Context: an optimization exercise on an open-source flow, tuned for small area, a short achievable clock period and few clock cycles per item. The choices shown serve that exercise and are no tape-out recipe. RTL that was checked went through simulation tests only; none was proved equivalent to the original.

Design sw_core, start of the top module:
module sw_core (
    input  logic        clk,
    input  logic        rst,
    input  logic        i_valid,
    input  logic [31:0] i_ref_seq,
    input  logic [15:0] i_read_seq,
    input  logic [4:0]  i_ref_len,
    input  logic [3:0]  i_read_len,
    input  logic        i_ready,
    output logic        o_ready,
    output logic        o_valid,
    output logic [9:0]  o_score,
    output logic [2:0]  o_row,
    output logic [3:0]  o_column
);
Settings: LEC_CHECK=0, ABC_AREA=1, CAP_MARGIN=20, CORE_MARGIN=2, CORE_UTILIZATION=40, CTS_BUF_LIST=sky130_fd_sc_hd__clkbuf_8, PLACE_DENSITY=0.8, SLEW_MARGIN=20; clock period 13.0 ns.
run.sh (not shown) runs the stock make flow with config.mk's settings and CLKGATE_MAP_FILE= SYNTH_SCRIPT=/design/flow/synth_recipe.tcl, a recipe that flattens the netlist after the stock synthesis.
Testbench counts at the start, summed over its fixed seeds: cycles 19,677, jobs 1,600.
Next try:
- CORE_UTILIZATION: 40 -> 58
- PLACE_DENSITY: 0.8 -> unset
Outcome: The new run finished with timing, DRC and antenna clean. Setup slack gets worse by 0.085 ns. Core utilization goes up by 20 points. Final area drops slightly.
Next try:
- CORE_UTILIZATION: 58 -> 50
Effect:
- area after synthesis is unchanged
- final cell count went up slightly
- final area went up slightly

---

## willow
sw_core, a different RTL version from the one above (not shown whole).
Size: ~140 flip-flops, roughly 80 I/O pins, roughly 18000 um2 of cells after synthesis.
clock: 13.0 ns
lec_check: 0
abc_area: 1
cap_margin: 20
core_margin: 2
core_utilization: 40
slew_margin: 20
The flow did not stop early for willow: all stages ran, and the layout cleared the timing, DRC and antenna checks.
Testbench counts of willow, summed over its fixed seeds: cycles 19,587, jobs 1,600.
Relative to willow, the following input files were edited for yarrow:
# willow
export LEC_CHECK = 0
export ABC_AREA = 1
export CAP_MARGIN = 20
export CORE_MARGIN = 2
export CORE_UTILIZATION = 40
export SLEW_MARGIN = 20
create_clock -name core_clock -period 13.0 [get_ports {clk}]
# yarrow
export LEC_CHECK = 0
export ABC_AREA = 1
export CAP_MARGIN = 20
export CORE_MARGIN = 2
export CORE_UTILIZATION = 60
export SLEW_MARGIN = 20
create_clock -name core_clock -period 13.0 [get_ports {clk}]
==> comparison <==
Changes observed in yarrow relative to willow: cell row count dropped 15; number of buffers inserted by hold repair at cts barely changed; worst slew margin relative to its limit climbed 0.52 points.

---

Another version of the RTL of sw_core (not shown whole).
Size: ~150 flip-flops, roughly 80 I/O pins, roughly 15000 sq um of cells after synthesis.
Settings: LEC_CHECK=0, ABC_AREA=1, CAP_MARGIN=20, CORE_MARGIN=2, CORE_UTILIZATION=40, SLEW_MARGIN=20; clock period 13.0 ns.
Then changed:
--- a/flow/config.mk
+++ b/flow/config.mk
@@ -11,0 +12 @@
+export CTS_BUF_LIST = sky130_fd_sc_hd__clkbuf_8
The new run went through all stages and came out clean.
Count of clock-buffer cells in the layout fell by 1.
Setup slack is worse by 0.010 ns.
Final area drops by 1.1%.
Final cell count does not change.
Global-route usage hardly moves.
Die area stays the same.
No run of this note included a check of the RTL's function; only the layout flow was run.

---

sw_core, a different RTL version from the one above (not shown whole).
Size: roughly 2600 cells after synthesis, about 150 flip-flops, roughly 80 I/O pins.
==> flow/config.mk <==
export PLATFORM = sky130hd
export DESIGN_NAME = sw_core
export DESIGN_NICKNAME = sw_core
export VERILOG_FILES = /design/flow/design.v
export SDC_FILE = /design/flow/constraint.sdc
export NUM_CORES = 4
export LEC_CHECK = 0
export ABC_AREA = 1
export CAP_MARGIN = 20
export CORE_MARGIN = 2
export CORE_UTILIZATION = 65
export SLEW_MARGIN = 20
==> flow/constraint.sdc <==
create_clock -name core_clock -period 13.0 [get_ports {clk}]
set_input_delay 2.6000 -clock core_clock [delete_from_list [all_inputs] [get_ports {clk}]]
set_output_delay 2.6000 -clock core_clock [all_outputs]
set_load 0.01 [all_outputs]
Edit:
--- a/flow/config.mk
+++ b/flow/config.mk
@@ -10,3 +10,3 @@
 export CORE_MARGIN = 2
-export CORE_UTILIZATION = 65
+export CORE_UTILIZATION = 80
 export SLEW_MARGIN = 20
After rerunning: Die area goes down by 18%. Via count goes up by 9.6%. Utilization goes up by 16 points. Routed wire length goes up by 14%. Hold slack is about the same. Maximum frequency goes down by 7.4%. Global-route usage goes up by 14 points.
No run of this note included a check of the RTL's function; only the layout flow was run.

---

== alpha ==
sw_core, a different RTL version from the one above (not shown whole).
Size: ~80 I/O pins, ~17000 um2 of cells after synthesis.
==> flow/design.v (excerpt) <==
module sw_core (
    input  logic        clk,
    input  logic        rst,
    input  logic        i_valid,
    input  logic [31:0] i_ref_seq,
    input  logic [15:0] i_read_seq,
    input  logic [4:0]  i_ref_len,
    input  logic [3:0]  i_read_len,
    input  logic        i_ready,
    output logic        o_ready,
    output logic        o_valid,
    output logic [9:0]  o_score,
    output logic [2:0]  o_row,
    output logic [3:0]  o_column
);
Settings: LEC_CHECK=0, ABC_AREA=0, CAP_MARGIN=20, CORE_MARGIN=2, CORE_UTILIZATION=40, SETUP_SLACK_MARGIN=5, SLEW_MARGIN=20; clock period 13.0 ns.
alpha: all stages complete, timing, DRC and antenna checks passed
Here is what was changed in the inputs of beta compared with alpha.
-- flow/config.mk --
<<< alpha, line 8
export ABC_AREA = 0
>>> beta, line 8
<<< alpha, line 12
export SETUP_SLACK_MARGIN = 5
>>> beta, line 11
==> comparison <==
- For fmax, dividing the value from beta by the value from alpha gives 0.843.
- For design area, dividing the value from alpha by the value from beta gives 1.19.
- For the non-clock buffer count, beta came in 197 lower than alpha did.
- [beta vs alpha] ratio of final minimum period to clock period: higher in beta
- Max largest fanout on the critical path across beta and alpha: beta
- When beta is measured against alpha, its sequential share of layout area turns out 3.1 points higher.
- alpha → beta: total track usage shrank by 2.0 points; logic depth of the worst setup path including buffers higher.
Function was not checked in any run of this note: the RTL went through the layout flow alone.

---

exp/raven:
sw_core, a different RTL version from the one above (not shown whole).
For scale: about 3500 cells after synthesis, ~80 I/O pins, roughly 0.020 sq mm of cells after synthesis.
// sw_core
module sw_core (
    input  logic        clk,
    input  logic        rst,
    input  logic        i_valid,
    input  logic [31:0] i_ref_seq,
    input  logic [15:0] i_read_seq,
    input  logic [4:0]  i_ref_len,
    input  logic [3:0]  i_read_len,
    input  logic        i_ready,
    output logic        o_ready,
    output logic        o_valid,
    output logic [9:0]  o_score,
    output logic [2:0]  o_row,
    output logic [3:0]  o_column
);
==> flow/config.mk <==
export PLATFORM = sky130hd
export DESIGN_NAME = sw_core
export DESIGN_NICKNAME = sw_core
export VERILOG_FILES = /design/flow/design.v
export SDC_FILE = /design/flow/constraint.sdc
export NUM_CORES = 4
export LEC_CHECK = 0
export ABC_AREA = 1
export CAP_MARGIN = 20
export CORE_MARGIN = 2
export CORE_UTILIZATION = 40
export SLEW_MARGIN = 20
==> flow/constraint.sdc <==
create_clock -name core_clock -period 13.0 [get_ports {clk}]
set_input_delay 2.6000 -clock core_clock [delete_from_list [all_inputs] [get_ports {clk}]]
set_output_delay 2.6000 -clock core_clock [all_outputs]
set_load 0.01 [all_outputs]
standard.sh (not shown) runs the stock make flow with config.mk's settings and CLKGATE_MAP_FILE= SYNTH_SCRIPT=/design/flow/synth_recipe.tcl, a recipe that flattens the netlist after the stock synthesis.
==> flow/flow/run.sh <==
#!/bin/bash
# The standard layout, with timing repair aiming for 8.5 ns of setup slack
bash standard.sh SETUP_SLACK_MARGIN=8.5 finish > standard.log 2>&1
exp/raven went all the way through synthesis, placement and routing and the layout is clean on timing, DRC and antenna.
Testbench counts of exp/raven, summed over its fixed seeds: cycles 19,677, jobs 1,600.
Edits applied to the flow inputs when going from exp/raven to exp/indigo:
Settings: ABC_AREA changed from 1 to 0.
==> flow/run.sh (new file) <==
#!/bin/bash
# synth_recipe.tcl (not shown) runs the flow's synth.tcl, then flattens the netlist and writes it again
# the make line also repeats each setting of config.mk as NAME=value (left out here)
make -C /OpenROAD-flow-scripts/flow DESIGN_CONFIG=/design/flow/config.mk WORK_HOME=/design/flow/orfs CLKGATE_MAP_FILE= SYNTH_SCRIPT=/design/flow/synth_recipe.tcl finish
removed: flow/flow/run.sh
removed: flow/standard.sh
==> comparison <==
exp/indigo was carried through to the last stage, and its layout satisfied the timing, DRC and antenna checks.
Higher routing usage on met1 among exp/indigo and exp/raven: exp/raven
In exp/indigo, the number of fill cells came out 176 above the value in exp/raven.
Die size: exp/indigo exceeds exp/raven
[inputs] exp/violet vs exp/indigo
Settings: ABC_AREA changed from 0 to 1.
==> flow/flow/run.sh (new file) <==
#!/bin/bash
# The standard layout, with timing repair aiming for 7 ns of setup slack
bash standard.sh SETUP_SLACK_MARGIN=7 finish > standard.log 2>&1
==> flow/standard.sh (new file) <==
#!/bin/bash
# synth_recipe.tcl (not shown) runs the flow's synth.tcl, then flattens the netlist and writes it again
# the make line also repeats each setting of config.mk as NAME=value (left out here)
make -C /OpenROAD-flow-scripts/flow DESIGN_CONFIG=/design/flow/config.mk WORK_HOME=/design/flow/orfs CLKGATE_MAP_FILE= SYNTH_SCRIPT=/design/flow/synth_recipe.tcl "${@:-finish}"
removed: flow/run.sh
Results
After detailed routing, exp/indigo needs more wire than exp/violet. Diff exp/indigo -> exp/violet: post-route worst setup slack +2800 ps, cell area saw a decrease, number of placement rows fell by 2. [exp/violet] synthesized cell count rose 673 relative to exp/indigo.

---

sw_core with an RTL version that a note above also has.
Size: ~170 flip-flops, about 80 I/O pins, about 0.016 mm² of cells after synthesis.
Settings: LEC_CHECK=0, ABC_AREA=1, CAP_MARGIN=20, CORE_MARGIN=2, CORE_UTILIZATION=40, SLEW_MARGIN=20; clock period 13.0 ns.
run.sh (not shown) runs the stock make flow with config.mk's settings and CLKGATE_MAP_FILE= SYNTH_SCRIPT=/design/flow/synth_recipe.tcl, a recipe that flattens the netlist after the stock synthesis.
Stock flow here: none of the scripts above is used.
==> next run, changes <==
Settings changed: SETUP_SLACK_MARGIN set to 5.
What happened: Global-route usage goes up by 0.89 points; sequential cell count is unchanged; wire length increases by 12%; worst setup slack gains 1.1 ns; synthesized area stays the same.
Function was not checked in any run of this note: the RTL went through the layout flow alone.

==> port drivers added, routing unchanged <==
The flow's constraints put no driver on any port. The routed layouts listed below were extracted and timed again, unchanged, in two steps.
Step 1 (the two cells are an assumption about what drives the block):
set clk [get_ports {clk}]
set_driving_cell -lib_cell sky130_fd_sc_hd__clkbuf_16 $clk
set_driving_cell -lib_cell sky130_fd_sc_hd__buf_2 [delete_from_list [all_inputs] $clk]
Step 2, shift: input delay + t, output delay - t, t = (earliest + latest rising clock arrival at the registers) / 2. This alone moves slack from input paths to output paths.
Three values: no drivers, after step 1, after step 2; two values: the first two.
run | t (ns) | setup WS [ns] | hold slack, ns | worst setup path at the end | clock arrival spread, ns
the first run of note 1 | 0.512 | 8.176 / 8.176 / 8.176 | 0.336 / 0.336 / 0.336 | register to register | 0.021 / 0.021
the second run of note 1 | 0.528 | 8.091 / 8.091 / 8.091 | 0.330 / 0.330 / 0.330 | register to register | 0.028 / 0.029
the third run of note 1 | 0.546 | 8.125 / 8.125 / 8.125 | 0.339 / 0.339 / 0.339 | register to register | 0.018 / 0.017
willow | 0.526 | 6.038 / 6.038 / 6.038 | 0.349 / 0.349 / 0.349 | register to register | 0.010 / 0.009
yarrow | 0.506 | 6.109 / 6.109 / 6.109 | 0.353 / 0.353 / 0.353 | register to register | 0.013 / 0.013
the first run of note 3 | 0.508 | 8.230 / 8.230 / 8.230 | 0.324 / 0.324 / 0.324 | register to register | 0.011 / 0.011
the second run of note 3 | 0.557 | 8.219 / 8.219 / 8.219 | 0.328 / 0.328 / 0.328 | register to register | 0.017 / 0.017
the first run of note 4 | 0.491 | 8.137 / 8.137 / 8.137 | 0.330 / 0.330 / 0.330 | register to register | 0.015 / 0.016
the second run of note 4 | 0.508 | 7.746 / 7.746 / 7.746 | 0.330 / 0.330 / 0.330 | register to register | 0.016 / 0.016
alpha | 0.528 | 3.094 / 3.094 / 3.094 | 0.357 / 0.357 / 0.357 | register to register | 0.012 / 0.013
beta | 0.508 | 1.250 / 1.250 / 1.250 | 0.352 / 0.352 / 0.352 | register to register | 0.017 / 0.017
exp/raven | 0.558 | 8.590 / 8.590 / 8.426 | 0.329 / 0.329 / 0.329 | input to register | 0.020 / 0.020
exp/indigo | 0.544 | 5.004 / 5.004 / 5.004 | 0.330 / 0.330 / 0.330 | register to register | 0.017 / 0.017
exp/violet | 0.557 | 7.803 / 7.803 / 7.803 | 0.329 / 0.329 / 0.329 | register to register | 0.018 / 0.018
the first run of note 7 | 0.508 | 4.066 / 4.066 / 4.066 | 0.437 / 0.437 / 0.437 | register to register | 0.011 / 0.011
the second run of note 7 | 0.524 | 5.174 / 5.174 / 5.174 | 0.360 / 0.360 / 0.360 | register to register | 0.014 / 0.015
After both steps setup and hold are still met in every run listed. The setup slack of exp/raven, which loses most, moves by 0.000 ns with the drivers and by -0.164 ns with both steps.
